This design comes from an exercise in tuning for small area and a short achievable clock period on the open sky130 flow, not from production work. Function was checked by simulation only, so behaviour that the tests miss may differ from the original. No activity file was given, so power comes from the tool's default toggle rates.

Design data_mem_responder, start of the top module:
module data_mem_responder (
    input  logic        clk,
    input  logic        reset,
    input  logic        req_valid,
    output logic        req_ready,
    input  logic        req_write,
    input  logic [1:0]  req_size,
    input  logic        req_signed,
    input  logic [7:0]  req_addr,
    input  logic [31:0] req_wdata,
    output logic        rsp_valid,
    input  logic        rsp_ready,
    output logic [31:0] rsp_rdata,
    output logic        rsp_err
);
Size: roughly 4200 cells after synthesis, roughly 83 I/O pins.
Settings: LEC_CHECK=0, CAP_MARGIN=20, CORE_MARGIN=2, CORE_UTILIZATION=55, CTS_CLUSTER_DIAMETER=90, CTS_CLUSTER_SIZE=25, SETUP_SLACK_MARGIN=3.4, SLEW_MARGIN=20, SYNTH_HIERARCHICAL=1; clock period 5.5 ns.
standard.sh (not shown) runs the stock make flow with config.mk's settings and CLKGATE_MAP_FILE= SYNTH_SCRIPT=/design/flow/synth_recipe.tcl, a recipe that flattens the netlist after the stock synthesis.
==> flow/flow/run.sh <==
#!/bin/bash
# Own layout flow: the standard flow (standard.sh, which runs the standard
# synthesis unchanged) with these changes:
#  - pre_floorplan.tcl, run right after the synthesized netlist is loaded, sets
#    the single-gate modules' cells (memory write ports, load taps) back to drive
#    strength 1; Yosys/ABC upsizes each such module as if it were critical.
#    Timing repair later upsizes any that need it.
#  - the buffers ABC inserted are removed at floorplan (REMOVE_ABC_BUFFERS);
#    repair_design buffers high-fanout nets again as placement requires.
#  - port buffers are plain buffers (buf_2) instead of the delay cell that
#    buffer_ports otherwise picks.
#  - io.tcl puts all pins on the top edge (IO_CONSTRAINTS).
# The make output goes to orfs_make.log here; each ORFS step logs under orfs/logs.
set -euo pipefail
here=$(pwd)
bash standard.sh finish \
  PRE_FLOORPLAN_TCL="$here/flow/pre_floorplan.tcl" \
  REMOVE_ABC_BUFFERS=1 \
  IO_CONSTRAINTS="$here/flow/io.tcl" \
  "BUFFER_PORTS_ARGS=-buffer_cell sky130_fd_sc_hd__buf_2" \
  > "$here/orfs_make.log" 2>&1
==> flow/flow/io.tcl <==
# Pin constraints (sourced by ORFS floorplan.tcl through IO_CONSTRAINTS): all
# ports on the top edge, so the request latch, the response registers and the
# control sit together near their pins instead of in the middle of the die.
set_io_pin_constraint -pin_names [concat [get_ports req_*] [get_ports rsp_*] [get_ports reset] [get_ports clk]] -region top:*
==> flow/flow/pre_floorplan.tcl <==
# Runs inside ORFS floorplan.tcl right after the synthesized netlist is loaded.
# Yosys/ABC maps each single-gate module on its own and upsizes it as if it were
# critical; put those gates (the memory write ports and load taps) back to drive
# strength 1. Timing repair later upsizes any that need it.
set db [ord::get_db]
set block [ord::get_db_block]
set n 0
foreach inst [$block getInsts] {
  set m [[$inst getMaster] getName]
  if { [regexp {^(sky130_fd_sc_hd__(o22ai|a22oi))_[248]$} $m -> base] } {
    set small [$db findMaster ${base}_1]
    if { $small != "NULL" } {
      $inst swapMaster $small
      incr n
    }
  }
}
puts "pre_floorplan: set $n cells to drive strength 1"
==> next run, changes <==
--- a/flow/design.v
+++ b/flow/design.v
@@ -114,17 +114,18 @@
     logic        cap_inv;        
     logic        ph1, ph2, ph3;
     logic        idle;
     logic        rvld;
     logic [2:0]  t;
     logic        pend;
     logic [31:0] sdata;
     logic [3:0]  smask;
-    logic [3:0]  sring;
+    logic [3:0]  whi;            
+    logic [3:0]  wlo;            
     logic [1:0]  sslot;
     logic [3:0]  wmask;
     logic        wpol;
     logic        fwd;            
     logic [31:0] q0 [16];
     logic [31:0] q1 [16];
     logic [31:0] q2 [16];
     logic [31:0] q3 [16];
@@ -237,17 +238,16 @@
     always_ff @(posedge clk) begin
         pend  <= pend_n;
         wmask <= {4{pend_n & (uw[1:0] == 2'd3)}} & mask_n;
         wpol  <= ~(uw[2] ^ (uw[1:0] == 2'd3));
         t     <= t + 3'd1;
         if (commit) begin
             sdata <= lane_data;
             smask <= lane_mask;
-            sring <= lat_addr[7:4];
             sslot <= lat_addr[3:2];
         end
     end
     always_ff @(posedge clk) begin
         rsp_rdata <= load_ext;
         rsp_err   <= misaligned;
     end
     always_ff @(posedge clk) begin
@@ -255,36 +255,56 @@
             cap_first  <= ~u0[0];
             cap_inv    <= ~uc[2];        
             fwd        <= 1'b0;
             lat_write  <= req_write;
             lat_size   <= req_size;
             lat_signed <= req_signed;
             lat_addr   <= req_addr;
         end else if (cap) begin
-            fwd        <= pend & (sring == lat_addr[7:4]) & (sslot == lat_addr[3:2]);
+            fwd        <= pend & whi[lat_addr[7:6]] & wlo[lat_addr[5:4]] & (sslot == lat_addr[3:2]);
         end
     end
     logic [31:0] oh_nxt;
     logic [31:0] wdata_nxt;
     dmr_hold #(.W(32)) u_oh_nxt (
         .a(oh_d), .sa(idle), .b(oh_d), .sb(1'b0), .q(oh), .y(oh_nxt)
     );
     dmr_hold #(.W(32)) u_wdata_nxt (
         .a(tap_n), .sa(cap), .b(req_wdata), .sb(idle), .q(lat_wdata), .y(wdata_nxt)
     );
     always_ff @(posedge clk) begin
         oh        <= oh_nxt;
         lat_wdata <= wdata_nxt;
     end
+    logic [3:0] hi_d;
+    logic [3:0] lo_d;
+    logic [3:0] whi_nxt;
+    logic [3:0] wlo_nxt;
+    always_comb begin
+        for (int k = 0; k < 4; k++) begin
+            hi_d[k] = (lat_addr[7:6] == 2'(k));
+            lo_d[k] = (lat_addr[5:4] == 2'(k));
+        end
+    end
+    dmr_hold #(.W(4)) u_whi_nxt (
+        .a(hi_d), .sa(commit), .b(hi_d), .sb(1'b0), .q(whi), .y(whi_nxt)
+    );
+    dmr_hold #(.W(4)) u_wlo_nxt (
+        .a(lo_d), .sa(commit), .b(lo_d), .sb(1'b0), .q(wlo), .y(wlo_nxt)
+    );
+    always_ff @(posedge clk) begin
+        whi <= whi_nxt;
+        wlo <= wlo_nxt;
+    end
     logic [31:0] wdat;
     logic [15:0] wring;
     assign wdat = sdata ^ {32{wpol}};
     always_comb begin
-        for (int r = 0; r < 16; r++) wring[r] = (sring == 4'(r));
+        for (int r = 0; r < 16; r++) wring[r] = whi[r / 4] & wlo[r % 4];
     end
     for (genvar r = 0; r < 16; r++) begin : g_ring
         for (genvar b = 0; b < 4; b++) begin : g_lane
             logic       s;
             logic [7:0] nxt;
             assign s = wring[r] & wmask[b];
             dmr_wport u_w (
                 .d (wdat[8*b +: 8]),
=>
- The new run completed with no timing, DRC or antenna violations
- first-iteration DRC count fell by 1.3%
- power barely changes
- hold slack improves by 0.0050 ns
- setup slack got worse by 0.0061 ns
- sequential cell count climbs by 4
- global-route usage falls by 0.43 points
- design area hardly moves
- maximum frequency hardly moves
- sequential power stays flat
- routed wire length hardly moves
- register-to-register slack degrades by 0.04 ns
- core utilization went down by 0.85 points
- critical path depth climbs by 8

[static timing again, ports no longer ideal]
The results above use ideal ports. As a check the final layouts listed here were re-extracted and re-timed, cells and wires unchanged. Step 1: set_driving_cell puts a clkbuf_16 on clk and a buf_2 on each other input, an assumption about the parent block. Step 2 adds t to the input delays and takes it off the output delays; t is the mean of the earliest and latest rising clock arrival at the registers after step 1. Input paths then give back, and output paths get back, about the clock's delay inside the block. Slacks: ideal ports / drivers / drivers and shift; pairs: ideal ports / drivers.
run	t, ns	setup WS [ns]	hold slack, ns	slew at the worst register clock pin (ns)	worst slew at a driven data input, ns
the first run	0.788	3.209 / 3.135 / 2.533	0.319 / 0.319 / 0.319	0.10 / 0.10	0.11
the second run	0.788	3.203 / 3.158 / 2.556	0.324 / 0.324 / 0.324	0.10 / 0.10	0.14
After both steps every run listed still meets setup and hold. The setup slack of the first run, which loses most, moves by -0.074 ns with the drivers and by -0.676 ns with both steps.
